Background: an optimization exercise with open tools, aiming at small area. Do not read the settings as production practice.
Only simulation tests tie the RTL to the original design; equivalence was not proved.
Power figures rest on the tool's default switching activity, not on a simulated workload.

==> design.v <==
`default_nettype none
package game_pkg;
	localparam logic [9:0] lane_base_y = 10'd579;
	localparam logic [9:0] player_start_y = 10'd10;
	localparam logic [31:0] lane_table = {
		2'd2, 2'd1, 2'd3, 2'd3, 2'd0, 2'd2, 2'd1, 2'd3,
		2'd0, 2'd2, 2'd1, 2'd1, 2'd0, 2'd2, 2'd3, 2'd0
	};
	localparam logic [2:0] c_black = 3'b000;
	localparam logic [2:0] c_border = 3'b101;
	localparam logic [2:0] c_stripe = 3'b011;
	localparam logic [2:0] c_end = 3'b110;
	localparam logic [2:0] c_obstacle = 3'b010;
	localparam logic [2:0] c_player = 3'b100;
	localparam logic [2:0] c_back = 3'b111;
	function automatic logic ult(input logic [11:0] a, input logic [11:0] b);
		logic c;
		c = 1'b0;
		for (int i = 0; i < 12; i++) begin
			c = (~a[i] & b[i]) | (~a[i] & c) | (b[i] & c);
		end
		ult = c;
	endfunction
	function automatic logic [11:0] add(input logic [11:0] a, input logic [11:0] b, input logic ci);
		logic c;
		c = ci;
		for (int i = 0; i < 12; i++) begin
			add[i] = a[i] ^ b[i] ^ c;
			c = (a[i] & b[i]) | (a[i] & c) | (b[i] & c);
		end
	endfunction
	function automatic logic [9:0] sub_small(input logic [9:0] t, input logic [2:0] s);
		logic b;
		b = 1'b0;
		for (int i = 0; i < 10; i++) begin
			if (i < 3) begin
				sub_small[i] = t[i] ^ s[i] ^ b;
				b = (~t[i] & s[i]) | (~t[i] & b) | (s[i] & b);
			end else begin
				sub_small[i] = t[i] ^ b;
				b = ~t[i] & b;
			end
		end
	endfunction
	function automatic logic [2:0] step_of(input logic [1:0] sw);
		case (sw)
			2'd0: step_of = 3'd2;
			2'd1: step_of = 3'd3;
			2'd2: step_of = 3'd4;
			default: step_of = 3'd5;
		endcase
	endfunction
endpackage
`default_nettype wire
`timescale 1ns/1ps
`default_nettype none
module obstacle_field (
	input  logic        clk_50m,
	input  logic        rst,
	input  logic        pause,
	input  logic [1:0]  sw,
	input  logic [10:0] vector_x,
	input  logic [9:0]  vector_y,
	output logic [4:0]  lanes_en,
	output logic [49:0] lanes_top
);
	logic [2:0] step;
	logic [3:0] wrap_top;
	logic launch_hi;
	logic fe;
	logic [3:0] seq_idx;
	logic [4:0] ret;
	logic [4:0] lau;
	logic [4:0] en_n;
	logic [49:0] top_n;
	logic [3:0] idx [6];
	logic [1:0] entry [5];
	logic [4:0] tgt [5];
	assign step = game_pkg::step_of(sw);
	always_comb begin
		case (sw)
			2'd0: wrap_top = 4'd3;
			2'd1: wrap_top = 4'd3;
			2'd2: wrap_top = 4'd7;
			default: wrap_top = 4'd9;
		endcase
	end
	assign launch_hi = (sw == 2'd1);
	assign fe = (vector_x == 11'd799) && (vector_y == 10'd599) && !pause;
	function automatic logic [1:0] table_at(input logic [3:0] k);
		case (k)
			4'd0: table_at = 2'd0;
			4'd1: table_at = 2'd3;
			4'd2: table_at = 2'd2;
			4'd3: table_at = 2'd0;
			4'd4: table_at = 2'd1;
			4'd5: table_at = 2'd1;
			4'd6: table_at = 2'd2;
			4'd7: table_at = 2'd0;
			4'd8: table_at = 2'd3;
			4'd9: table_at = 2'd1;
			4'd10: table_at = 2'd2;
			4'd11: table_at = 2'd0;
			4'd12: table_at = 2'd3;
			4'd13: table_at = 2'd3;
			4'd14: table_at = 2'd1;
			4'd15: table_at = 2'd2;
			default: table_at = 2'd0;
		endcase
	endfunction
	function automatic logic [3:0] inc(input logic [3:0] k, input logic e);
		logic c;
		c = e;
		for (int b = 0; b < 4; b++) begin
			inc[b] = k[b] ^ c;
			c = c & k[b];
		end
	endfunction
	always_comb begin
		for (int i = 0; i < 5; i++) begin
			ret[i] = lanes_en[i] && (lanes_top[i*10 +: 10] == {6'd0, wrap_top});
			lau[i] = lanes_en[i] && (lanes_top[i*10 +: 10] == (launch_hi ? 10'd381 : 10'd379));
		end
		idx[0] = seq_idx;
		for (int i = 0; i < 5; i++) begin
			idx[i+1] = inc(idx[i], ret[i] | lau[i]);
			entry[i] = table_at(idx[i]);
			tgt[i] = '0;
			for (int e = 0; e < 4; e++) begin
				if (entry[i] == e[1:0]) tgt[i][(i + 1 + e) % 5] = lau[i];
			end
		end
		for (int j = 0; j < 5; j++) begin
			en_n[j] = lanes_en[j] && !ret[j];
			for (int i = 0; i < 5; i++) begin
				if (tgt[i][j] && (i > j || !ret[j])) en_n[j] = 1'b1;
			end
		end
	end
	always_comb begin
		for (int j = 0; j < 5; j++) begin
			logic [9:0] d;
			d = game_pkg::sub_small(lanes_top[j*10 +: 10], fe ? step : 3'd0);
			top_n[j*10 +: 10] = (fe && (ret[j] || !lanes_en[j])) ? game_pkg::lane_base_y : d;
		end
	end
	always_ff @(posedge clk_50m or negedge rst) begin
		if (!rst) begin
			lanes_en <= 5'b10000;
			lanes_top[49:40] <= game_pkg::lane_base_y;
			seq_idx <= '0;
		end else begin
			lanes_top[49:40] <= top_n[49:40];
			if (fe) begin
				lanes_en <= en_n;
				seq_idx <= idx[5];
			end
		end
	end
	always_ff @(posedge clk_50m) begin
		lanes_top[39:0] <= top_n[39:0];
	end
endmodule
`default_nettype wire
`timescale 1ns/1ps
`default_nettype none
module player_motion (
	input  logic               clk_50m,
	input  logic               rst,
	input  logic               pause,
	input  logic [1:0]         sw,
	input  logic [10:0]        vector_x,
	input  logic [9:0]         vector_y,
	input  logic signed [11:0] rel_x,
	input  logic [4:0]         lanes_en,
	input  logic [49:0]        lanes_top,
	output logic [9:0]         player_y_bot,
	output logic               player_ended
);
	logic [2:0] step;
	logic fs;
	logic player_touching;
	logic [11:0] rel_u;
	logic [4:0] col_ok;
	logic [2:0] grp_ok;
	logic [9:0] grp_top [3];
	logic hit;
	logic [11:0] moved;
	logic fall;
	logic under;
	logic [9:0] y_n;
	assign step = game_pkg::step_of(sw);
	assign fs = (vector_x == '0) && (vector_y == '0) && !player_ended && !pause;
	assign rel_u = {~rel_x[11], rel_x[10:0]};
	function automatic logic rel_in(input logic [11:0] r, input integer lo, input integer hi);
		rel_in = !game_pkg::ult(r, 12'(lo + 2048)) && game_pkg::ult(r, 12'(hi + 2049));
	endfunction
	assign col_ok[0] = rel_in(rel_u, 100, 300);
	assign col_ok[1] = rel_in(rel_u, 0, 200);
	assign col_ok[2] = rel_in(rel_u, -100, 100);
	assign col_ok[3] = rel_in(rel_u, -250, -50);
	assign col_ok[4] = rel_in(rel_u, -300, -100);
	always_comb begin
		logic [9:0] t0;
		logic [9:0] t1;
		logic [9:0] t3;
		logic [9:0] t4;
		t0 = lanes_top[0 +: 10];
		t1 = lanes_top[10 +: 10];
		t3 = lanes_top[30 +: 10];
		t4 = lanes_top[40 +: 10];
		grp_ok[0] = (lanes_en[0] && col_ok[0]) || (lanes_en[3] && col_ok[3]);
		grp_top[0] = rel_x[11] ? t3 : t0;
		grp_ok[1] = (lanes_en[1] && col_ok[1]) || (lanes_en[4] && col_ok[4]);
		grp_top[1] = rel_x[11] ? t4 : t1;
		grp_ok[2] = lanes_en[2] && col_ok[2];
		grp_top[2] = lanes_top[20 +: 10];
	end
	always_comb begin
		logic [11:0] t;
		hit = 1'b0;
		for (int g = 0; g < 3; g++) begin
			t = {2'd0, grp_top[g]};
			if (grp_ok[g] && game_pkg::ult(game_pkg::add(t, {2'b11, ~player_y_bot}, 1'b1), 12'd9)) hit = 1'b1;
		end
	end
	assign moved = game_pkg::add({2'd0, player_y_bot},
		!fs ? 12'd0 : player_touching ? {9'h1ff, ~step} : {9'd0, step}, fs && player_touching);
	assign under = player_touching && game_pkg::ult(moved, 12'd50);
	assign fall = game_pkg::ult(12'd629, {2'd0, player_y_bot});
	always_comb begin
		if (fs && fall) y_n = 10'd60;
		else if (fs && under) y_n = 10'd50;
		else y_n = moved[9:0];
	end
	always_ff @(posedge clk_50m or negedge rst) begin
		if (!rst) begin
			player_y_bot <= 10'd60;
			player_touching <= 1'b0;
			player_ended <= 1'b0;
		end else begin
			player_touching <= hit;
			if (game_pkg::ult(12'd627, {2'd0, player_y_bot})) player_ended <= 1'b1;
			player_y_bot <= y_n;
		end
	end
endmodule
`default_nettype wire
`timescale 1ns/1ps
`default_nettype none
module pixel_composer (
	input  logic               clk_50m,
	input  logic               rst,
	input  logic [10:0]        vector_x,
	input  logic [9:0]         vector_y,
	input  logic signed [11:0] rel_x,
	input  logic [4:0]         lanes_en,
	input  logic [49:0]        lanes_top,
	input  logic [9:0]         player_y_bot,
	input  logic               player_ended,
	output logic [2:0]         vga_red,
	output logic [2:0]         vga_green,
	output logic [1:0]         vga_blue
);
	logic [2:0] code;
	logic [2:0] code_q;
	logic [11:0] x;
	logic [11:0] y;
	logic [11:0] y19;
	logic stripe_col;
	logic stripe_row;
	logic [4:0] lane_col;
	logic [1:0] grp_ok;
	logic [9:0] grp_top [2];
	logic in_lane;
	logic in_box;
	logic [11:0] bx;
	assign x = {2'd0, vector_x[9:0]};
	assign y = {2'd0, vector_y};
	function automatic logic in_open(input logic [11:0] v, input integer lo, input integer hi);
		in_open = game_pkg::ult(12'(lo), v) && game_pkg::ult(v, 12'(hi));
	endfunction
	assign stripe_col = in_open(x, 80, 100) || in_open(x, 700, 720);
	assign stripe_row = game_pkg::ult(y, 12'd80) ||
		in_open(y, 100, 180) || in_open(y, 200, 280) || in_open(y, 300, 380) ||
		in_open(y, 400, 480) || in_open(y, 500, 580);
	assign lane_col[0] = in_open(x, 100, 300);
	assign lane_col[1] = in_open(x, 200, 400);
	assign lane_col[2] = in_open(x, 300, 500);
	assign lane_col[3] = in_open(x, 450, 650);
	assign lane_col[4] = in_open(x, 500, 700);
	always_comb begin
		grp_ok[0] = (lane_col[0] && lanes_en[0]) || (lane_col[2] && lanes_en[2]) ||
			(lane_col[4] && lanes_en[4]);
		grp_top[0] = game_pkg::ult(x, 12'd300) ? lanes_top[0 +: 10] :
			game_pkg::ult(x, 12'd500) ? lanes_top[20 +: 10] : lanes_top[40 +: 10];
		grp_ok[1] = (lane_col[1] && lanes_en[1]) || (lane_col[3] && lanes_en[3]);
		grp_top[1] = game_pkg::ult(x, 12'd448) ? lanes_top[10 +: 10] : lanes_top[30 +: 10];
	end
	assign y19 = game_pkg::add(y, 12'hfed, 1'b0);
	always_comb begin
		logic [11:0] t;
		in_lane = 1'b0;
		for (int g = 0; g < 2; g++) begin
			t = {2'd0, grp_top[g]};
			if (grp_ok[g] && game_pkg::ult(game_pkg::add(y, ~t, 1'b0), 12'd19)) in_lane = 1'b1;
		end
	end
	assign bx = game_pkg::add(x, rel_x, 1'b0);
	assign in_box = !game_pkg::ult(bx, 12'd375) && game_pkg::ult(bx, 12'd426) &&
		!game_pkg::ult(game_pkg::add(y, {2'b11, ~player_y_bot}, 1'b1), 12'd4046);
	always_comb begin
		if ((vector_x > 11'd799) || (vector_y > 10'd599)) code = game_pkg::c_black;
		else if (!in_open(x, 80, 720)) code = game_pkg::c_border;
		else if (stripe_col && stripe_row) code = game_pkg::c_stripe;
		else if (player_ended) code = game_pkg::c_end;
		else if (in_lane) code = game_pkg::c_obstacle;
		else if (in_box) code = game_pkg::c_player;
		else code = game_pkg::c_back;
	end
	always_ff @(posedge clk_50m or negedge rst) begin
		if (!rst) code_q <= game_pkg::c_black;
		else code_q <= code;
	end
	assign vga_red = {code_q[2], code_q[2] & (code_q[1] | ~code_q[0]), code_q[2] & ~(code_q[1] ^ code_q[0])};
	assign vga_green = {code_q[1], code_q[1] | code_q[0], code_q[1] & (code_q[2] | ~code_q[0])};
	assign vga_blue = {code_q[0], code_q[2] & code_q[0]};
endmodule
`default_nettype wire
`timescale 1ns/1ps
`default_nettype none
module vga_game_top (
	input  logic               clk_50m,
	input  logic               rst,
	input  logic               pause,
	input  logic [1:0]         sw,
	input  logic [10:0]        vector_x,
	input  logic [9:0]         vector_y,
	input  logic signed [11:0] rel_x,
	output logic [2:0]         vga_red,
	output logic [2:0]         vga_green,
	output logic [1:0]         vga_blue,
	output logic               endgame
);
	logic [4:0] lanes_en;
	logic [49:0] lanes_top;
	logic [9:0] player_y_bot;
	logic player_ended;
	obstacle_field obstacle_field_i (
		.clk_50m  (clk_50m),
		.rst      (rst),
		.pause    (pause),
		.sw       (sw),
		.vector_x (vector_x),
		.vector_y (vector_y),
		.lanes_en  (lanes_en),
		.lanes_top (lanes_top)
	);
	player_motion player_motion_i (
		.clk_50m  (clk_50m),
		.rst      (rst),
		.pause    (pause),
		.sw       (sw),
		.vector_x (vector_x),
		.vector_y (vector_y),
		.rel_x    (rel_x),
		.lanes_en     (lanes_en),
		.lanes_top    (lanes_top),
		.player_y_bot (player_y_bot),
		.player_ended (player_ended)
	);
	pixel_composer pixel_composer_i (
		.clk_50m   (clk_50m),
		.rst       (rst),
		.vector_x  (vector_x),
		.vector_y  (vector_y),
		.rel_x     (rel_x),
		.lanes_en     (lanes_en),
		.lanes_top    (lanes_top),
		.player_y_bot (player_y_bot),
		.player_ended (player_ended),
		.vga_red   (vga_red),
		.vga_green (vga_green),
		.vga_blue  (vga_blue)
	);
	assign endgame = player_ended;
endmodule
`default_nettype wire
==> flow/run.sh <==
#!/bin/bash
# Layout flow: the standard layout, except that synthesis maps the logic
# with an area-oriented ABC script (flow/abc_area.script, deep AIG
# resynthesis then area mapping) and without the full/half-adder extraction.
# The registers come out of the same synthesis passes as the standard
# synthesis; that is checked against a standard synthesis run, and the flow
# falls back to the standard synthesis if they differ. The ports get
# buffers of the smallest buffer cell.
set -euo pipefail
W=$PWD
R=orfs/results/sky130hd/vga_game_top/base

# ORFS scripts with the ABC area script swapped for ours
rm -rf "$W/scripts"
cp -r "$FLOW_HOME/scripts" "$W/scripts"
cp "$W/flow/abc_area.script" "$W/scripts/abc_area.script"

# reference: the standard synthesis, in a work home of its own
sed -e "s#WORK_HOME=[^ ]*#WORK_HOME=$W/std#" standard.sh > std.sh
bash std.sh synth > std_synth.log 2>&1

# our synthesis, in the standard work home
sed -e "s#CLKGATE_MAP_FILE= #CLKGATE_MAP_FILE= SCRIPTS_DIR=$W/scripts ABC_AREA=1 ADDER_MAP_FILE= #" standard.sh > area.sh
bash area.sh synth > area_synth.log 2>&1

# registers: cell type and name, one per line
regs() {
  grep -E '^\s*sky130_fd_sc_hd__(df|ed|sdf|dl)[a-z]*_[0-9]+ ' "$1" |
    sed -E 's/^\s*sky130_fd_sc_hd__([a-z]+)_[0-9]+\s+(\S+).*/\1 \2/' | sort
}
regs std/results/sky130hd/vga_game_top/base/1_2_yosys.v > regs_std.txt
regs $R/1_2_yosys.v > regs_area.txt
if ! cmp -s regs_std.txt regs_area.txt || [[ ! -s regs_std.txt ]]; then
  echo "registers differ from the standard synthesis, using it instead" | tee fallback.txt
  rm -rf orfs
fi

# the rest of the standard layout, with the port buffers made of the
# smallest buffer cell
sed -e "s#CLKGATE_MAP_FILE= #CLKGATE_MAP_FILE= BUFFER_PORTS_ARGS='-buffer_cell sky130_fd_sc_hd__buf_1' CTS_ARGS='-sink_clustering_enable -repair_clock_nets -buf_list {sky130_fd_sc_hd__clkbuf_4 sky130_fd_sc_hd__clkbuf_8} -dont_use_dummy_load' #" standard.sh > finish.sh
bash finish.sh finish > finish.log 2>&1
==> flow/abc_area.script <==
strash
&get -n
&deepsyn -T 180
&put
dch -f
amap -F 10 -A 30 -x
topo
==> standard.sh <==
#!/bin/bash
# synth_recipe.tcl (not shown) runs the flow's synth.tcl, then flattens the netlist and writes it again
# the make line also repeats each setting of config.mk as NAME=value (left out here)
make -C /OpenROAD-flow-scripts/flow DESIGN_CONFIG=/design/flow/config.mk WORK_HOME=/design/flow/orfs CLKGATE_MAP_FILE= SYNTH_SCRIPT=/design/flow/synth_recipe.tcl "${@:-finish}"
==> config.mk <==
export PLATFORM = sky130hd
export DESIGN_NAME = vga_game_top
export DESIGN_NICKNAME = vga_game_top
export VERILOG_FILES = /design/flow/design.v
export SDC_FILE = /design/flow/constraint.sdc
export NUM_CORES = 4
export LEC_CHECK = 0
export CAP_MARGIN = 20
export CORE_MARGIN = 2
export CORE_UTILIZATION = 40
export CTS_BUF_LIST = sky130_fd_sc_hd__clkbuf_8
export GPL_TIMING_DRIVEN = 0
export SLEW_MARGIN = 20
==> constraint.sdc <==
create_clock -name core_clock -period 12.0 [get_ports {clk_50m}]
set_input_delay 2.4000 -clock core_clock [delete_from_list [all_inputs] [get_ports {clk_50m}]]
set_output_delay 2.4000 -clock core_clock [all_outputs]
set_load 0.01 [all_outputs]
==> results of run 1 <==
==> per-layer routing <==
metal | up-vias | global-route usage
met2 | 421 | 0.4355
met5 | - | 0
met1 | 3701 | 0.3778
met3 | 67 | 0.04598
li1 | 3977 | -
met4 | 0 | 0.09618
==> area by class of cell <==
type / instances / area, sq um / share of cell area
clock buffers: 9 / 123.9 / 0.01710
inverters: 168 / 630.6 / 0.08703
repair buffers: 49 / 203.9 / 0.02815
multi-input cells: 791 / 4349 / 0.6002
well taps: 220 / 275.3 / 0.03799
flip-flops and latches: 74 / 1663 / 0.2295
==> sequential cells by signal, indices dropped and copies added (netlist names) <==
signal                           cells
pixel_composer_i.code_q              3
obstacle_field_i.seq_idx             4
obstacle_field_i.lanes_top          50
player_motion_i.player_y_bot        10
obstacle_field_i.lanes_en            5
player_motion_i.player_touching      1
player_motion_i.player_ended         1
==> critical path: stages <==
cell	delay (ns)
sky130_fd_sc_hd__buf_1	0.61
sky130_fd_sc_hd__clkinv_1	0.61
sky130_fd_sc_hd__nor2_1	0.66
sky130_fd_sc_hd__clkinv_1	0.45
sky130_fd_sc_hd__o21ai_0	0.18
sky130_fd_sc_hd__o2111ai_1	0.18
sky130_fd_sc_hd__o21ai_0	0.34
sky130_fd_sc_hd__o21ai_0	0.24
sky130_fd_sc_hd__nor2_1	0.18
sky130_fd_sc_hd__a21oi_1	0.08
sky130_fd_sc_hd__nand2_1	0.14
sky130_fd_sc_hd__clkinv_1	0.13
sky130_fd_sc_hd__nor2_1	0.57
sky130_fd_sc_hd__nand2_1	0.18
sky130_fd_sc_hd__o21ai_0	0.31
sky130_fd_sc_hd__nand2_1	0.10
sky130_fd_sc_hd__o21ai_0	0.30
sky130_fd_sc_hd__clkinv_1	0.20
sky130_fd_sc_hd__o21ai_0	0.28
sky130_fd_sc_hd__clkinv_1	0.16
sky130_fd_sc_hd__nand2_1	0.11
sky130_fd_sc_hd__o21a_1	0.12
sky130_fd_sc_hd__o221ai_1	0.11
sky130_fd_sc_hd__o21a_1	0.14
==> how the worst min path moves through the flow <==
stage	endpoint	cells after the start	slack, ns
final	obstacle_field_i.lanes_top[29]$_SDFF_PP1_	1	0.52
after global placement	obstacle_field_i.lanes_top[29]$_SDFF_PP1_	1	0.50
after detailed placement	obstacle_field_i.lanes_top[29]$_SDFF_PP1_	1	0.51
after floorplan	obstacle_field_i.lanes_top[29]$_SDFF_PP1_	1	0.48
after global routing	obstacle_field_i.lanes_top[10]$_SDFF_PP1_	1	0.56
after CTS	obstacle_field_i.lanes_top[29]$_SDFF_PP1_	1	0.52
==> power groups by stage <==
stage	combinational [mW]	sequential, mW	clock (mW)
floorplan	0.0513	0.254	0
global placement	0.0843	0.254	0
detailed placement	0.0855	0.254	0
CTS	0.0860	0.249	0.160
global route	0.0963	0.249	0.167
finish	0.0878	0.249	0.155
==> layout by cell type (no fill, tap or decap), drive strengths merged, types with 14 or more instances in the layout <==
master    n
clkinv  168
nor2    195
dfrtp    25
o22ai    51
nor3     48
o221ai   24
o21ai    77
o21a     25
o211ai   14
nand2    82
buf      49
a31oi    30
a21oi    80
nor4     18
dfxtp    40
==> kinds of logic (layout without fill, tap and decap cells) <==
kind of cell           after synthesis  after routing  synth area share
AOI/OAI and AO/OA                  400            400            0.3994
buffers and inverters              168            226           0.09504
DFF                                 74             74            0.2506
and+or+nand+nor                    391            391            0.2550
==> results.yml, run 1 <==
synthesis:
  synthesis.instances: 1033
  synthFlopType: "sky130_fd_sc_hd__dfxtp_1"
  synth.distinct_cells: 51
  synthesis.area_per_instance_sq_um: 6.423
  yosys_warnings: 8
  most_common_cell_in_the_netlist: "sky130_fd_sc_hd__nor2_1"
  synth.net_count: 1071
  netlist_area_sq_um: 6635
  synth_edf_count: 0
  synth.ff_latch_count: 74
  ys_seq_area_frac: 0.2506
  yosysTopAreaCellShare: 0.1207
  ys_top_cells_by_area: "sky130_fd_sc_hd__dfxtp_1, sky130_fd_sc_hd__nor2_1, sky130_fd_sc_hd__clkinv_1"
  post_synth_top_cells: "sky130_fd_sc_hd__nor2_1, sky130_fd_sc_hd__clkinv_1, sky130_fd_sc_hd__nand2_1"
  fraction_of_registers_with_async_set_reset: 0.4595
  yosys.area.top_type: "sky130_fd_sc_hd__dfxtp_1"
sta:
  timing.final.crit_share: 0.7114
  rsz_0062_raised_after_global_routing: "false"
  timing.final.crit_period_ns: 8.536
  fmax_ghz: 0.1171
  worst_hold_slack_ns: 0.5226
  clock_tree_skew_after_final_layout_ns: 0.02466
  hold_violations: 0
  worst_slack_ns: 3.464
  final_setup_tns_ns: 0
  setup-violations-final: 0
  slew_headroom: 0.2934
  slew_viol_final: 0
  worst-slew-pin-transition_ns: 1.060
clock_tree:
  tritoncts: "yes"
  clkLatencyLatePin_ns: 0.37
  cts-resized-gates: 0
  clock_tree.root_cell: "sky130_fd_sc_hd__clkbuf_8"
  cts_hold_buffers: 0
  worst_setup_hold_path_clk_slew_ns: 0.08
  cts_buffers: 9
  clock-sinks: 74
  cts_max_level: 3
  postCtsSetupRepairBufs: 0
  number_of_buffers_between_clock_root_and_the_deepest_sink: 2
critical_path:
  r2r_start: "obstacle_field_i.lanes_top[0]$_SDFF_PP1_"
  worstSetupEndpointType: "register"
  reg2regPathDepth: 23
  cp_data_required_time_ns: 12.26
  setup.worst_path.start: "sw[1]"
  critical_path.max_fanout: 16
  r2r_setup_slack_ns: 6.31
  worstReg2RegEnd: "obstacle_field_i.lanes_en[1]$_DFFE_PN0P_"
  criticalPathCategory: "in2reg"
  end_point_of_the_critical_path: "obstacle_field_i.lanes_en[1]$_DFFE_PN0P_"
  crit_path_start_kind: "input port"
  worstPathArrival_ns: 8.80
power_and_ir_drop:
  pwr-share-seq: 0.506
  clock_power_share: 0.315
  power.share.switching: 0.3045
  comb_power_share: 0.178
  areal_power_density_over_the_cells_nw_per_um2: 67.86
  leakagePower_nw: 2.288
  p_int_mw: 0.3420
  power_mw: 0.4917
  netSwitchingPower_mw: 0.1497
  vdd_ir_drop_max_uv: 52.43
placement:
  numPortBuffers: 46
  hpwlAfterDp_microns: 19190
  dpl_cell_area_sq_um: 7122
  placed_cells: 1302
  gp_routability_congestion: 0.9799
  place_ws_ns: 3.341
global_routing:
  global_route.overflow_total: 0
  grt_usage: 0.2746
  vias_in_the_first_global_route: 7117
  grt_start_max_net_pins: 27
  grt_antenna_before_repair: 0
  global_route_wire_length_before_repair_microns: 38470
hold_path:
  worst_hold_startpoint: "obstacle_field_i.lanes_top[29]$_SDFF_PP1_"
  worst_hold_path_type: "reg2reg"
die:
  die-width_microns: 132.8
  dieArea_sq_um: 17630
  num_io_pins: 47
  design.core.area_sq_um: 16410
  floorplan.initialDensity: 0.4044
  chipHeight_microns: 132.8
  num_rows: 47
layout:
  synthToLayoutAreaGrowth_pct: 9.202
  nNetsFinal: 1131
  final-instance-count-excl-fill: 1311
  filler_cell_count: 1771
  insertedDiodeCount: 0
  layout-drive-gt1-share: 0.02108
  postLayoutCoreUtil: 0.4416
  design_area_sq_um: 7246
routing:
  detail_route.wirelength.met1_microns: 10620
  route.detailed.drc: 0
  drt_wl_total_microns: 24430
  detail_route.iter0.violations: 850
  detail_route.wl_per_cell_microns: 18.63
  drtAntennaViolNets: 0
  route.vias.total: 8166
  detailroute.wirelength.met3_microns: 2065
  drt-vias-per-instance: 6.229
  max_layer_used: "met4"
  wl_met2_microns: 10910
  detail_route.first_pass.iterations: 8
flow_run:
  cap_viol_max_count: 0
run_status:
  status: "complete, no violations"
==> inputs of run 2 (changes only) <==
--- a/flow/run.sh
+++ b/flow/run.sh
@@ -37,5 +37,5 @@
 
 # the rest of the standard layout, with the port buffers made of the
 # smallest buffer cell
-sed -e "s#CLKGATE_MAP_FILE= #CLKGATE_MAP_FILE= BUFFER_PORTS_ARGS='-buffer_cell sky130_fd_sc_hd__buf_1' CTS_ARGS='-sink_clustering_enable -repair_clock_nets -buf_list {sky130_fd_sc_hd__clkbuf_4 sky130_fd_sc_hd__clkbuf_8} -dont_use_dummy_load' #" standard.sh > finish.sh
+sed -e "s#CLKGATE_MAP_FILE= #CLKGATE_MAP_FILE= BUFFER_PORTS_ARGS='-buffer_cell sky130_fd_sc_hd__buf_1' CTS_ARGS='-sink_clustering_enable -repair_clock_nets -buf_list sky130_fd_sc_hd__clkbuf_8 -dont_use_dummy_load' #" standard.sh > finish.sh
 bash finish.sh finish > finish.log 2>&1
==> run 2 against run 1 <==
Compared with the run above: maximum frequency stayed put; non-clock buffer count did not move; clock skew is the same; register-to-register slack hardly changed; clock power about the same; total power stayed put; synthesized area unchanged; global-route usage did not move; hold slack unchanged; flip-flop and latch count stayed put; final cell count unchanged; largest cell class unchanged; largest power group unchanged.
==> results.yml, run 2 <==
run_status:
  status: "complete, no violations"
clock_tree:
  tritoncts: "yes"
  clock-sinks: 74
  number_of_buffers_between_clock_root_and_the_deepest_sink: 2
  cts_max_level: 3
  postCtsSetupRepairBufs: 0
  cts-resized-gates: 0
  clkLatencyLatePin_ns: 0.37
  worst_setup_hold_path_clk_slew_ns: 0.08
  cts_buffers: 9
  clock_tree.root_cell: "sky130_fd_sc_hd__clkbuf_8"
  cts_hold_buffers: 0
sta:
  timing.final.crit_share: 0.7114
  slew_headroom: 0.2934
  clock_tree_skew_after_final_layout_ns: 0.02466
  rsz_0062_raised_after_global_routing: "false"
  setup-violations-final: 0
  worst-slew-pin-transition_ns: 1.060
  timing.final.crit_period_ns: 8.536
  final_setup_tns_ns: 0
  hold_violations: 0
  slew_viol_final: 0
  worst_slack_ns: 3.464
  fmax_ghz: 0.1171
layout:
  top_register: "obstacle_field_i.lanes_top"
  synthToLayoutAreaGrowth_pct: 9.202
  nNetsFinal: 1131
  final_cell_mix: "sky130_fd_sc_hd__nor2_1, sky130_fd_sc_hd__clkinv_1, sky130_fd_sc_hd__nand2_1"
  postLayoutCoreUtil: 0.4416
  layout.cells.most_common: "sky130_fd_sc_hd__nor2_1"
  top_regs: "obstacle_field_i.lanes_top (50), player_motion_i.player_y_bot (10), obstacle_field_i.lanes_en (5)"
  insertedDiodeCount: 0
  layout-drive-gt1-share: 0.02108
  final-instance-count-excl-fill: 1311
  layout.area.seq_sq_um: 1663
  filler_cell_count: 1771
  multiInputGateArea_sq_um: 4349
  largest_reg_flops: 50
critical_path:
  crit_path_start_kind: "input port"
  timing.critical_path.slowest_stage_cell: "sky130_fd_sc_hd__nor2_1"
  critical_path.cell_chain: "buf_1 > clkinv_1 > nor2_1 > clkinv_1 > o21ai_0 > o2111ai_1 > o21ai_0 > o21ai_0 > nor2_1 > a21oi_1 > nand2_1 > clkinv_1 > nor2_1 > nand2_1 > o21ai_0 > nand2_1 > o21ai_0 > clkinv_1 > o21ai_0 > clkinv_1 > nand2_1 > o21a_1 > o221ai_1 > o21a_1"
  critical_path.max_fanout: 16
  cp_slowest_stage_delay_ns: 0.66
  crit_family: "compound AO/OA/AOI/OAI gates"
  reg2regPathDepth: 23
  worstSetupEndpointType: "register"
  criticalPathCategory: "in2reg"
  critPathMostFrequentCell: "sky130_fd_sc_hd__o21ai_0"
  r2r_start: "obstacle_field_i.lanes_top[0]$_SDFF_PP1_"
  worstReg2RegEnd: "obstacle_field_i.lanes_en[1]$_DFFE_PN0P_"
  critPathBufInv: 6
  r2r_setup_slack_ns: 6.31
  cp_data_required_time_ns: 12.26
  worstPathArrival_ns: 8.80
hold_path:
  worst_hold_startpoint: "obstacle_field_i.lanes_top[29]$_SDFF_PP1_"
  holdPathEnd: "obstacle_field_i.lanes_top[29]$_SDFF_PP1_"
  worst_hold_path_type: "reg2reg"
  hold-path-cell-count: 1
power_and_ir_drop:
  leakagePower_nw: 2.288
  areal_power_density_over_the_cells_nw_per_um2: 67.86
  power_mw: 0.4917
  vdd_ir_drop_max_uv: 52.43
die:
  design.core.area_sq_um: 16410
  num_rows: 47
  die-width_microns: 132.8
  num_io_pins: 47
  dieArea_sq_um: 17630
  floorplan.initialDensity: 0.4044
  chipHeight_microns: 132.8
placement:
  hpwlAfterDp_microns: 19190
  gp_routability_congestion: 0.9799
  numPortBuffers: 46
  placed_cells: 1302
  place_ws_ns: 3.341
global_routing:
  grt_usage: 0.2746
  global_route_wire_length_before_repair_microns: 38470
  grt_start_max_net_pins: 27
  grt_antenna_before_repair: 0
  global_route.overflow_total: 0
  vias_in_the_first_global_route: 7117
synthesis:
  ys_seq_area_frac: 0.2506
  netlist_area_sq_um: 6635
  most_common_cell_in_the_netlist: "sky130_fd_sc_hd__nor2_1"
  synth.net_count: 1071
  synth_edf_count: 0
  synthFlopType: "sky130_fd_sc_hd__dfxtp_1"
  synth.distinct_cells: 51
  ys_top_cells_by_area: "sky130_fd_sc_hd__dfxtp_1, sky130_fd_sc_hd__nor2_1, sky130_fd_sc_hd__clkinv_1"
  yosys.area.top_type: "sky130_fd_sc_hd__dfxtp_1"
  synth.ff_latch_count: 74
  fraction_of_registers_with_async_set_reset: 0.4595
  synthesis.instances: 1033
  post_synth_top_cells: "sky130_fd_sc_hd__nor2_1, sky130_fd_sc_hd__clkinv_1, sky130_fd_sc_hd__nand2_1"
  yosys_warnings: 8
  synthesis.area_per_instance_sq_um: 6.423
  yosysTopAreaCellShare: 0.1207
routing:
  drt-vias-per-instance: 6.229
  detail_route.iter0.violations: 850
  drt_wl_total_microns: 24430
  detail_route.wl_per_cell_microns: 18.63
  route.vias.total: 8166
  route.detailed.drc: 0
  detail_route.first_pass.iterations: 8
  drtAntennaViolNets: 0
flow_run:
  cap_viol_max_count: 0
## run 2: cells by family after synthesis
group,Yosys count,share of synthesized area
AOI/OAI and AO/OA,400,0.3994
buffers and inverters,168,0.09504
DFF,74,0.2506
and+or+nand+nor,391,0.2550
## run 2: worst max path at each step
stage,depth (start not counted),slack [ns],to,startpoint
after CTS,24,3.72,obstacle_field_i.lanes_en[1]$_DFFE_PN0P_,sw[1]
after detailed placement,24,3.34,obstacle_field_i.lanes_en[1]$_DFFE_PN0P_,sw[1]
final,24,3.46,obstacle_field_i.lanes_en[1]$_DFFE_PN0P_,sw[1]
after global routing,24,2.89,obstacle_field_i.lanes_en[1]$_DFFE_PN0P_,sw[1]
after floorplan,23,5.35,obstacle_field_i.lanes_en[1]$_DFFE_PN0P_,sw[0]
after global placement,8,2.41,obstacle_field_i.lanes_top[36]$_SDFF_PP1_,vector_x[4]
## run 2: worst reg2reg max path, stage by stage, from the launching register on
cell,delay [ns]
sky130_fd_sc_hd__dfxtp_1,0.45
sky130_fd_sc_hd__clkinv_1,0.13
sky130_fd_sc_hd__nor3_1,0.28
sky130_fd_sc_hd__clkinv_1,0.10
sky130_fd_sc_hd__a2111oi_1,0.79
sky130_fd_sc_hd__clkinv_1,0.26
sky130_fd_sc_hd__o21ai_0,0.21
sky130_fd_sc_hd__o21ai_0,0.24
sky130_fd_sc_hd__nor2_1,0.18
sky130_fd_sc_hd__a21oi_1,0.08
sky130_fd_sc_hd__nand2_1,0.14
sky130_fd_sc_hd__clkinv_1,0.13
sky130_fd_sc_hd__nor2_1,0.57
sky130_fd_sc_hd__nand2_1,0.18
sky130_fd_sc_hd__o21ai_0,0.31
sky130_fd_sc_hd__nand2_1,0.10
sky130_fd_sc_hd__o21ai_0,0.30
sky130_fd_sc_hd__clkinv_1,0.20
sky130_fd_sc_hd__o21ai_0,0.28
sky130_fd_sc_hd__clkinv_1,0.16
sky130_fd_sc_hd__nand2_1,0.11
sky130_fd_sc_hd__o21a_1,0.12
sky130_fd_sc_hd__o221ai_1,0.11
sky130_fd_sc_hd__o21a_1,0.14
## run 2: layer usage
metal / track usage / share of wire / vias to the layer above
li1: - / - / 3977
met1: 0.3778 / 0.43 / 3701
met2: 0.4355 / 0.45 / 421
met3: 0.04598 / 0.085 / 67
met4: 0.09618 / 0.034 / 0
met5: 0 / 0 / -
## run 2: area by class of cell
| class | instances | area share |
|---|---|---|
| clock buffers | 9 | 0.01710 |
| inverters | 168 | 0.08703 |
| multi-input cells | 791 | 0.6002 |
| flip-flops and latches | 74 | 0.2295 |
| well taps | 220 | 0.03799 |
| repair buffers | 49 | 0.02815 |
## run 2: report_power, final
group | internal [mW] | switching [mW]
Sequential | 0.248 | 0.000729
Combinational | 0.0268 | 0.0609
Clock | 0.0670 | 0.0881
Total | 0.342 | 0.150
## run 2: per-stage QoR
step,cell area [sq um],hold WS (ns)
after global placement,7083,0.5011
after floorplan,6635,0.4772
final,7246,0.5226
after CTS,7246,0.5236
after detailed placement,7122,0.5097
after global routing,7246,0.5641
==> inputs of run 3 (changes only) <==
==> flow/run.sh (replaced) <==
#!/bin/bash
# Layout flow: the standard layout, except for two things.
# 1. Synthesis maps the logic with an area-oriented ABC script
#    (flow/abc_area.script: deep AIG resynthesis, then area mapping) and
#    without the full/half-adder extraction. The resynthesis is randomised,
#    so it runs with eight seeds, four at a time, and the smallest netlist is
#    kept. The registers come out of the same synthesis passes as the
#    standard synthesis; each candidate's registers (names and cell types)
#    are checked against a standard synthesis run, and the flow falls back
#    to the standard synthesis if no candidate matches.
# 2. The ports get buffers of the smallest buffer cell, and clock tree
#    synthesis inserts no dummy loads.
# Each tool's output goes to a log file of its own in this folder.
set -euo pipefail
W=$PWD
R=results/sky130hd/vga_game_top/base

# reference: the standard synthesis, in a work home of its own
sed -e "s#WORK_HOME=[^ ]*#WORK_HOME=$W/std#" standard.sh > std.sh
bash std.sh synth > std_synth.log 2>&1 &

# candidates: ORFS scripts with the ABC area script swapped for ours
SEEDS="0 1 2 3 4 5 6 7"
for s in $SEEDS; do
  rm -rf "$W/scripts$s" "$W/cand$s"
  cp -r "$FLOW_HOME/scripts" "$W/scripts$s"
  sed -e "s/@SEED@/$s/" "$W/flow/abc_area.script" > "$W/scripts$s/abc_area.script"
  sed -e "s#WORK_HOME=[^ ]*#WORK_HOME=$W/cand$s#" \
    -e "s#CLKGATE_MAP_FILE= #CLKGATE_MAP_FILE= SCRIPTS_DIR=$W/scripts$s ABC_AREA=1 ADDER_MAP_FILE= #" \
    standard.sh > area$s.sh
done
for s in 0 1 2 3; do bash area$s.sh synth > area${s}_synth.log 2>&1 & done
wait
for s in 4 5 6 7; do bash area$s.sh synth > area${s}_synth.log 2>&1 & done
wait

# registers: cell type and name, one per line
regs() {
  grep -E '^\s*sky130_fd_sc_hd__(df|ed|sdf|dl)[a-z]*_[0-9]+ ' "$1" |
    sed -E 's/^\s*sky130_fd_sc_hd__([a-z]+)_[0-9]+\s+(\S+).*/\1 \2/' | sort
}
area() {
  grep "Chip area for module" "$1/reports/sky130hd/vga_game_top/base/synth_stat.txt" | awk '{print $NF}'
}
regs std/$R/1_2_yosys.v > regs_std.txt
best=""
best_area=""
for s in $SEEDS; do
  [[ -f cand$s/$R/1_synth.odb ]] || continue
  regs cand$s/$R/1_2_yosys.v > regs_cand$s.txt
  if [[ -s regs_std.txt ]] && cmp -s regs_std.txt regs_cand$s.txt; then
    a=$(area cand$s)
    echo "candidate $s: area $a" | tee -a candidates.txt
    if [[ -z "$best" ]] || awk "BEGIN{exit !($a < $best_area)}"; then
      best=$s
      best_area=$a
    fi
  else
    echo "candidate $s: registers differ from the standard synthesis" | tee -a candidates.txt
  fi
done
rm -rf orfs
if [[ -n "$best" ]]; then
  echo "using candidate $best" | tee -a candidates.txt
  mv "cand$best" orfs
else
  echo "no candidate matches, using the standard synthesis" | tee -a candidates.txt
fi

# the rest of the standard layout (or all of it, after a fallback)
sed -e "s#CLKGATE_MAP_FILE= #CLKGATE_MAP_FILE= BUFFER_PORTS_ARGS='-buffer_cell sky130_fd_sc_hd__buf_1' CTS_ARGS='-sink_clustering_enable -repair_clock_nets -buf_list sky130_fd_sc_hd__clkbuf_8 -dont_use_dummy_load' #" standard.sh > finish.sh
bash finish.sh finish > finish.log 2>&1
==> flow/abc_area.script (replaced) <==
strash
&get -n
&deepsyn -T 180 -S @SEED@
&put
dch -f
amap -F 10 -A 30 -x
topo
==> run 3 against run 2 <==
Compared with the run above: synthesized cell count stayed put; register-to-register slack about the same; flip-flop and latch count did not move; critical endpoint unchanged.
==> results.yml, run 3 <==
clock_tree:
  number_of_buffers_between_clock_root_and_the_deepest_sink: 2
  worst_setup_hold_path_clk_slew_ns: 0.08
  tritoncts: "yes"
  clock-sinks: 74
  cts-resized-gates: 0
  cts_max_level: 3
  clkLatencyLatePin_ns: 0.37
  postCtsSetupRepairBufs: 0
  cts_hold_buffers: 0
  cts_buffers: 9
  clock_tree.root_cell: "sky130_fd_sc_hd__clkbuf_8"
run_status:
  status: "complete, no violations"
routing:
  detail_route.first_pass.iterations: 8
  detail_route.iter0.violations: 850
  route.detailed.drc: 0
  drt-vias-per-instance: 6.229
  drtAntennaViolNets: 0
  drt_wl_total_microns: 24430
  detail_route.wl_per_cell_microns: 18.63
  route.vias.total: 8166
synthesis:
  netlist_area_sq_um: 6635
  synthFlopType: "sky130_fd_sc_hd__dfxtp_1"
  ys_seq_area_frac: 0.2506
  fraction_of_registers_with_async_set_reset: 0.4595
  synth.distinct_cells: 51
  synthesis.instances: 1033
  synthesis.area_per_instance_sq_um: 6.423
  synth.ff_latch_count: 74
  post_synth_top_cells: "sky130_fd_sc_hd__nor2_1, sky130_fd_sc_hd__clkinv_1, sky130_fd_sc_hd__nand2_1"
  ys_top_cells_by_area: "sky130_fd_sc_hd__dfxtp_1, sky130_fd_sc_hd__nor2_1, sky130_fd_sc_hd__clkinv_1"
  yosys.area.top_type: "sky130_fd_sc_hd__dfxtp_1"
  yosysTopAreaCellShare: 0.1207
  synth.net_count: 1071
  synth_edf_count: 0
  yosys_warnings: 8
  most_common_cell_in_the_netlist: "sky130_fd_sc_hd__nor2_1"
layout:
  final-instance-count-excl-fill: 1311
  top_register: "obstacle_field_i.lanes_top"
  layout-drive-gt1-share: 0.02108
  filler_cell_count: 1771
  nNetsFinal: 1131
  largest_reg_flops: 50
  insertedDiodeCount: 0
  layout.cells.most_common: "sky130_fd_sc_hd__nor2_1"
  top_regs: "obstacle_field_i.lanes_top (50), player_motion_i.player_y_bot (10), obstacle_field_i.lanes_en (5)"
  final_cell_mix: "sky130_fd_sc_hd__nor2_1, sky130_fd_sc_hd__clkinv_1, sky130_fd_sc_hd__nand2_1"
  synthToLayoutAreaGrowth_pct: 9.202
sta:
  clock_tree_skew_after_final_layout_ns: 0.02466
  fmax_ghz: 0.1171
  slew_viol_final: 0
  timing.final.crit_period_ns: 8.536
  setup-violations-final: 0
  worst_hold_slack_ns: 0.5226
  final_setup_tns_ns: 0
  slew_headroom: 0.2934
  rsz_0062_raised_after_global_routing: "false"
  timing.final.crit_share: 0.7114
  hold_violations: 0
  worst-slew-pin-transition_ns: 1.060
die:
  chipHeight_microns: 132.8
  dieArea_sq_um: 17630
  die-width_microns: 132.8
  design.core.area_sq_um: 16410
  num_rows: 47
  floorplan.initialDensity: 0.4044
  num_io_pins: 47
global_routing:
  vias_in_the_first_global_route: 7117
  grt_usage: 0.2746
  grt_start_max_net_pins: 27
  global_route.overflow_total: 0
  grt_antenna_before_repair: 0
  global_route_wire_length_before_repair_microns: 38470
flow_run:
  cap_viol_max_count: 0
critical_path:
  criticalPathCategory: "in2reg"
  worstPathArrival_ns: 8.80
  worstSetupEndpointType: "register"
  cp_data_required_time_ns: 12.26
  crit_path_start_kind: "input port"
  critical_path.max_fanout: 16
power_and_ir_drop:
  leakagePower_nw: 2.288
  vdd_ir_drop_max_uv: 52.43
  power_mw: 0.4917
  areal_power_density_over_the_cells_nw_per_um2: 67.86
hold_path:
  worst_hold_path_type: "reg2reg"
placement:
  hpwlAfterDp_microns: 19190
  numPortBuffers: 46
  placed_cells: 1302
  gp_routability_congestion: 0.9799
## run 3: worst paths after layout
check / startpoint / endpoint / slack, ns / depth (start not counted)
min in group asynchronous: rst / player_motion_i.player_y_bot[7]$_DFF_PN0_ / 1.89 / 1
hold / removal: obstacle_field_i.lanes_top[29]$_SDFF_PP1_ / obstacle_field_i.lanes_top[29]$_SDFF_PP1_ / 0.52 / 1
hold reg to reg: obstacle_field_i.lanes_top[29]$_SDFF_PP1_ / obstacle_field_i.lanes_top[29]$_SDFF_PP1_ / 0.52 / 1
setup / recovery: sw[1] / obstacle_field_i.lanes_en[1]$_DFFE_PN0P_ / 3.46 / 24
max in group asynchronous: rst / obstacle_field_i.lanes_top[40]$_DFF_PN1_ / 9.61 / 2
setup reg to reg: obstacle_field_i.lanes_top[0]$_SDFF_PP1_ / obstacle_field_i.lanes_en[1]$_DFFE_PN0P_ / 6.31 / 23
## run 3: kinds of logic after synthesis
kind of cell           after synthesis  share of synthesized area
AO/OA/AOI/OAI                      400                     0.3994
AND/OR/NAND/NOR                    391                     0.2550
buffers and inverters              168                    0.09504
flip-flops                          74                     0.2506
## run 3: critical path, cell delays in order
cell and delay (ns):
sky130_fd_sc_hd__buf_1 0.61, sky130_fd_sc_hd__clkinv_1 0.61, sky130_fd_sc_hd__nor2_1 0.66, sky130_fd_sc_hd__clkinv_1 0.45, sky130_fd_sc_hd__o21ai_0 0.18, sky130_fd_sc_hd__o2111ai_1 0.18
sky130_fd_sc_hd__o21ai_0 0.34, sky130_fd_sc_hd__o21ai_0 0.24, sky130_fd_sc_hd__nor2_1 0.18, sky130_fd_sc_hd__a21oi_1 0.08, sky130_fd_sc_hd__nand2_1 0.14, sky130_fd_sc_hd__clkinv_1 0.13
sky130_fd_sc_hd__nor2_1 0.57, sky130_fd_sc_hd__nand2_1 0.18, sky130_fd_sc_hd__o21ai_0 0.31, sky130_fd_sc_hd__nand2_1 0.10, sky130_fd_sc_hd__o21ai_0 0.30, sky130_fd_sc_hd__clkinv_1 0.20
sky130_fd_sc_hd__o21ai_0 0.28, sky130_fd_sc_hd__clkinv_1 0.16, sky130_fd_sc_hd__nand2_1 0.11, sky130_fd_sc_hd__o21a_1 0.12, sky130_fd_sc_hd__o221ai_1 0.11, sky130_fd_sc_hd__o21a_1 0.14
## run 3: report_power, final
| group | switching, mW | internal [mW] |
|---|---|---|
| Sequential | 0.000729 | 0.248 |
| Clock | 0.0881 | 0.0670 |
| Combinational | 0.0609 | 0.0268 |
## run 3: layer usage
layer / vias to the layer above / GRT usage / wire (microns)
met5: - / 0 / 0
met4: 0 / 0.09618 / 835
li1: 3977 / - / -
met1: 3701 / 0.3778 / 10620
met3: 67 / 0.04598 / 2065
met2: 421 / 0.4355 / 10910
## run 3: layout make-up
class | count | area (sq um) | share of cell area
sequential | 74 | 1663 | 0.2295
tap | 220 | 275.3 | 0.03799
clock buffer | 9 | 123.9 | 0.01710
inverter | 168 | 630.6 | 0.08703
multi-input combinational | 791 | 4349 | 0.6002
timing repair buffer | 49 | 203.9 | 0.02815
## run 3: per-stage QoR
stage                     setup slack, ns  instance area [sq um]    util
after CTS                           3.721                   7246  0.4416
after global routing                2.892                   7246  0.4416
after global placement              2.412                   7083  0.4317
final                               3.464                   7246  0.4416
after detailed placement            3.341                   7122  0.4341
after floorplan                     5.355                   6635       -
==> inputs of run 4 (changes only) <==
--- a/flow/run.sh
+++ b/flow/run.sh
@@ -1,9 +1,10 @@
 #!/bin/bash
 # Layout flow: the standard layout, except for two things.
 # 1. Synthesis maps the logic with an area-oriented ABC script
-#    (flow/abc_area.script: deep AIG resynthesis, then area mapping) and
+#    (flow/abc_area.script: deep AIG resynthesis, then three rounds of area
+#    mapping) and
 #    without the full/half-adder extraction. The resynthesis is randomised,
-#    so it runs with eight seeds, four at a time, and the smallest netlist is
+#    so it runs with four seeds side by side and the smallest netlist is
 #    kept. The registers come out of the same synthesis passes as the
 #    standard synthesis; each candidate's registers (names and cell types)
 #    are checked against a standard synthesis run, and the flow falls back
@@ -20,7 +21,7 @@
 bash std.sh synth > std_synth.log 2>&1 &
 
 # candidates: ORFS scripts with the ABC area script swapped for ours
-SEEDS="0 1 2 3 4 5 6 7"
+SEEDS="0 1 2 3"
 for s in $SEEDS; do
   rm -rf "$W/scripts$s" "$W/cand$s"
   cp -r "$FLOW_HOME/scripts" "$W/scripts$s"
@@ -30,8 +31,6 @@
     standard.sh > area$s.sh
 done
 for s in 0 1 2 3; do bash area$s.sh synth > area${s}_synth.log 2>&1 & done
-wait
-for s in 4 5 6 7; do bash area$s.sh synth > area${s}_synth.log 2>&1 & done
 wait
 
 # registers: cell type and name, one per line
==> flow/abc_area.script (replaced) <==
strash
&get -n
&deepsyn -T 180 -S @SEED@
&put
dch -f
amap -F 10 -A 30 -x
strash
dch -f
amap -F 10 -A 30 -x
strash
dch -f
amap -F 10 -A 30 -x
topo
==> run 4 against run 3 <==
Compared with the run above: global-route usage grew 0.45 points; hold slack better by 0.011 ns; synthesized area shrank 0.79%; sequential share of layout area is 0.17 points higher; core utilization rose by 0.79 points; clock power barely moved; critical path type unchanged.
==> results.yml, run 4 <==
sta:
  hold_violations: 0
  slew_viol_final: 0
  timing.final.crit_share: 0.7368
  clock_tree_skew_after_final_layout_ns: 0.01375
  worst_hold_slack_ns: 0.5336
  rsz_0062_raised_after_global_routing: "false"
  final_setup_tns_ns: 0
  setup-violations-final: 0
  timing.final.crit_period_ns: 8.841
  worst-slew-pin-transition_ns: 1.176
  slew_headroom: 0.2090
  fmax_ghz: 0.1131
synthesis:
  fraction_of_registers_with_async_set_reset: 0.4595
  synthFlopType: "sky130_fd_sc_hd__dfxtp_1"
  synth_edf_count: 0
  yosysTopAreaCellShare: 0.1216
  synthesis.instances: 1022
  synth.ff_latch_count: 74
  synth.distinct_cells: 49
  netlist_area_sq_um: 6583
  ys_top_cells_by_area: "sky130_fd_sc_hd__dfxtp_1, sky130_fd_sc_hd__nor2_1, sky130_fd_sc_hd__dfrtp_1"
  synth.net_count: 1060
  post_synth_top_cells: "sky130_fd_sc_hd__nor2_1, sky130_fd_sc_hd__clkinv_1, sky130_fd_sc_hd__o21ai_0"
  ys_seq_area_frac: 0.2526
  yosys_warnings: 8
  most_common_cell_in_the_netlist: "sky130_fd_sc_hd__nor2_1"
  yosys.area.top_type: "sky130_fd_sc_hd__dfxtp_1"
  synthesis.area_per_instance_sq_um: 6.441
layout:
  filler_cell_count: 1737
  final_cell_mix: "sky130_fd_sc_hd__nor2_1, sky130_fd_sc_hd__clkinv_1, sky130_fd_sc_hd__o21ai_0"
  layout.cells.most_common: "sky130_fd_sc_hd__nor2_1"
  layout-drive-gt1-share: 0.02039
  largest_reg_flops: 50
  synthToLayoutAreaGrowth_pct: 9.276
  nNetsFinal: 1119
  top_regs: "obstacle_field_i.lanes_top (50), player_motion_i.player_y_bot (10), obstacle_field_i.lanes_en (5)"
  insertedDiodeCount: 0
  top_register: "obstacle_field_i.lanes_top"
power_and_ir_drop:
  comb_power_share: 0.198
  vdd_ir_drop_max_uv: 41.37
  areal_power_density_over_the_cells_nw_per_um2: 69.77
  pwr-share-seq: 0.496
  power.share.switching: 0.3097
  p_int_mw: 0.3464
  clock_power_share: 0.306
  leakagePower_nw: 2.304
  netSwitchingPower_mw: 0.1554
placement:
  numPortBuffers: 46
  gp_routability_congestion: 0.9742
  hpwlAfterDp_microns: 19180
global_routing:
  grt_antenna_before_repair: 0
  grt_start_max_net_pins: 28
  grt_usage: 0.2791
  vias_in_the_first_global_route: 7169
  global_route_wire_length_before_repair_microns: 38600
  global_route.overflow_total: 0
critical_path:
  worstPathArrival_ns: 9.13
  critical_path.max_fanout: 20
  worstSetupEndpointType: "register"
  crit_path_start_kind: "input port"
  criticalPathCategory: "in2reg"
  cp_data_required_time_ns: 12.29
clock_tree:
  number_of_buffers_between_clock_root_and_the_deepest_sink: 2
  worst_setup_hold_path_clk_slew_ns: 0.07
  cts-resized-gates: 0
  clock_tree.root_cell: "sky130_fd_sc_hd__clkbuf_8"
  clkLatencyLatePin_ns: 0.37
  cts_max_level: 3
  postCtsSetupRepairBufs: 0
  tritoncts: "yes"
  clock-sinks: 74
  cts_hold_buffers: 0
  cts_buffers: 9
die:
  num_io_pins: 47
  num_rows: 46
  design.core.area_sq_um: 16000
  die-width_microns: 132.3
  dieArea_sq_um: 17500
  chipHeight_microns: 132.3
  floorplan.initialDensity: 0.4114
routing:
  route.vias.total: 8065
  route.detailed.drc: 0
  detail_route.first_pass.iterations: 9
  drtAntennaViolNets: 0
  drt_wl_total_microns: 24450
  drt-vias-per-instance: 6.228
  detail_route.iter0.violations: 849
  detail_route.wl_per_cell_microns: 18.88
hold_path:
  worst_hold_path_type: "reg2reg"
flow_run:
  cap_viol_max_count: 0
run_status:
  status: "complete, no violations"
-- run 4: changes by cell type in the layout (fill, tap and decap cells not counted), sizes merged, moves of 4 or more --
cell,previous run,this run
nor2,195,188
nand3,10,17
o221ai,24,20
a22oi,13,19
nand2,82,72
clkinv,168,158
nor3,48,52
o21ai,77,92
-- run 4: per-stage QoR --
step | setup WS, ns | instance area, sq um | power [mW] | util | instances
floorplan | 5.511 | 6583 | 0.3130 | - | 1022
global placement | 2.962 | 7025 | 0.3495 | 0.4391 | 1284
detailed placement | 2.918 | 7048 | 0.3505 | 0.4405 | 1285
CTS | 3.306 | 7172 | 0.5053 | 0.4482 | 1294
global route | 2.424 | 7193 | 0.5285 | 0.4496 | 1295
finish | 3.159 | 7193 | 0.5019 | 0.4496 | 1295
-- run 4: cell type report --
cell class	count	area, sq um	share of cell area
flip-flops and latches	74	1663	0.2312
multi-input cells	790	4334	0.6025
repair buffers	48	209.0	0.02905
inverters	158	593.1	0.08245
well taps	216	270.3	0.03757
clock buffers	9	123.9	0.01722
-- run 4: cell families (layout without fill, tap and decap cells) --
kind of cell / Yosys count / after routing / synth area share
AND/OR/NAND/NOR: 383 / 383 / 0.2545
buffers and inverters: 158 / 215 / 0.09010
AO/OA/AOI/OAI: 407 / 407 / 0.4028
flip-flops: 74 / 74 / 0.2526
-- run 4: path summary, 6_finish.rpt --
check / startpoint / to / slack, ns / depth (start not counted)
worst max-delay path: sw[1] / obstacle_field_i.lanes_en[0]$_DFFE_PN0P_ / 3.16 / 26
worst min register to register: obstacle_field_i.lanes_top[46]$_DFF_PN1_ / obstacle_field_i.lanes_top[46]$_DFF_PN1_ / 0.53 / 2
max in group asynchronous: rst / obstacle_field_i.lanes_en[4]$_DFFE_PN1P_ / 9.63 / 2
min in group asynchronous: rst / player_motion_i.player_y_bot[9]$_DFF_PN0_ / 1.87 / 1
worst min-delay path: obstacle_field_i.lanes_top[46]$_DFF_PN1_ / obstacle_field_i.lanes_top[46]$_DFF_PN1_ / 0.53 / 2
worst max register to register: obstacle_field_i.lanes_top[4]$_SDFF_PP0_ / obstacle_field_i.lanes_en[0]$_DFFE_PN0P_ / 6.52 / 25
-- run 4: worst max-delay path, cell delays in order --
cell and delay (ns):
sky130_fd_sc_hd__buf_1 0.78, sky130_fd_sc_hd__clkinv_1 0.58, sky130_fd_sc_hd__nor2_1 0.63, sky130_fd_sc_hd__clkinv_1 0.45
sky130_fd_sc_hd__a21oi_1 0.23, sky130_fd_sc_hd__nor4b_1 0.07, sky130_fd_sc_hd__o21ai_0 0.14, sky130_fd_sc_hd__o21ai_0 0.18
sky130_fd_sc_hd__o21ai_0 0.44, sky130_fd_sc_hd__nor2_1 0.12, sky130_fd_sc_hd__nor2_1 0.13, sky130_fd_sc_hd__nand2_1 0.12
sky130_fd_sc_hd__o21ai_0 0.19, sky130_fd_sc_hd__clkinv_1 0.31, sky130_fd_sc_hd__o21ai_0 0.57, sky130_fd_sc_hd__clkinv_1 0.21
sky130_fd_sc_hd__nand2_1 0.10, sky130_fd_sc_hd__o21ai_0 0.17, sky130_fd_sc_hd__clkinv_1 0.15, sky130_fd_sc_hd__a21oi_1 0.09
sky130_fd_sc_hd__o21ai_0 0.38, sky130_fd_sc_hd__nor2b_1 0.25, sky130_fd_sc_hd__clkinv_1 0.08, sky130_fd_sc_hd__o21ai_0 0.14
sky130_fd_sc_hd__nor4_1 0.07, sky130_fd_sc_hd__a21oi_1 0.15
-- run 4: routing by layer --
metal / part of all wire / vias up / wire, microns / track usage
met5: 0 / - / 0 / 0
met4: 0.038 / 0 / 922 / 0.1207
met3: 0.081 / 60 / 1978 / 0.04229
met2: 0.44 / 363 / 10700 / 0.4349
met1: 0.44 / 3672 / 10850 / 0.3838
li1: - / 3970 / - / -
-- run 4: power groups by stage --
| stage | combinational, mW | clock, mW | sequential [mW] |
|---|---|---|---|
| floorplan | 0.0588 | 0 | 0.254 |
| detailed placement | 0.0965 | 0 | 0.254 |
| CTS | 0.0969 | 0.160 | 0.249 |
| global route | 0.110 | 0.170 | 0.249 |
| global placement | 0.0956 | 0 | 0.254 |
| finish | 0.0994 | 0.154 | 0.249 |

[afterwards: timing with drivers on the ports]
How much do the figures lean on ideal ports? The routed layouts below were timed once more, with nothing changed but the port constraints. Step 1 (the two cells are an assumption about what drives the block):
set clk [get_ports {clk_50m}]
set_driving_cell -lib_cell sky130_fd_sc_hd__clkbuf_16 $clk
set_driving_cell -lib_cell sky130_fd_sc_hd__buf_2 [delete_from_list [all_inputs] $clk]
Step 2 adds t to the input delays and takes it off the output delays; t is the mean of the earliest and latest rising clock arrival at the registers after step 1. Input paths then give back, and output paths get back, about the clock's delay inside the block. Three values: no drivers, after step 1, after step 2; two values: the first two.
run | shift t [ns] | slack for setup (ns) | worst setup path after step 2 | latest minus earliest clock arrival (ns)
run 1 | 0.396 | 3.464 / 3.475 / 3.079 | input to register | 0.025 / 0.026
run 2 | 0.396 | 3.464 / 3.475 / 3.079 | input to register | 0.025 / 0.026
run 3 | 0.396 | 3.464 / 3.475 / 3.079 | input to register | 0.025 / 0.026
run 4 | 0.401 | 3.159 / 3.170 / 2.768 | input to register | 0.014 / 0.015
After both steps every run listed still meets setup and hold. For run 4, which loses most, drivers alone change the setup slack by +0.011 ns; drivers and shift together by -0.391 ns.
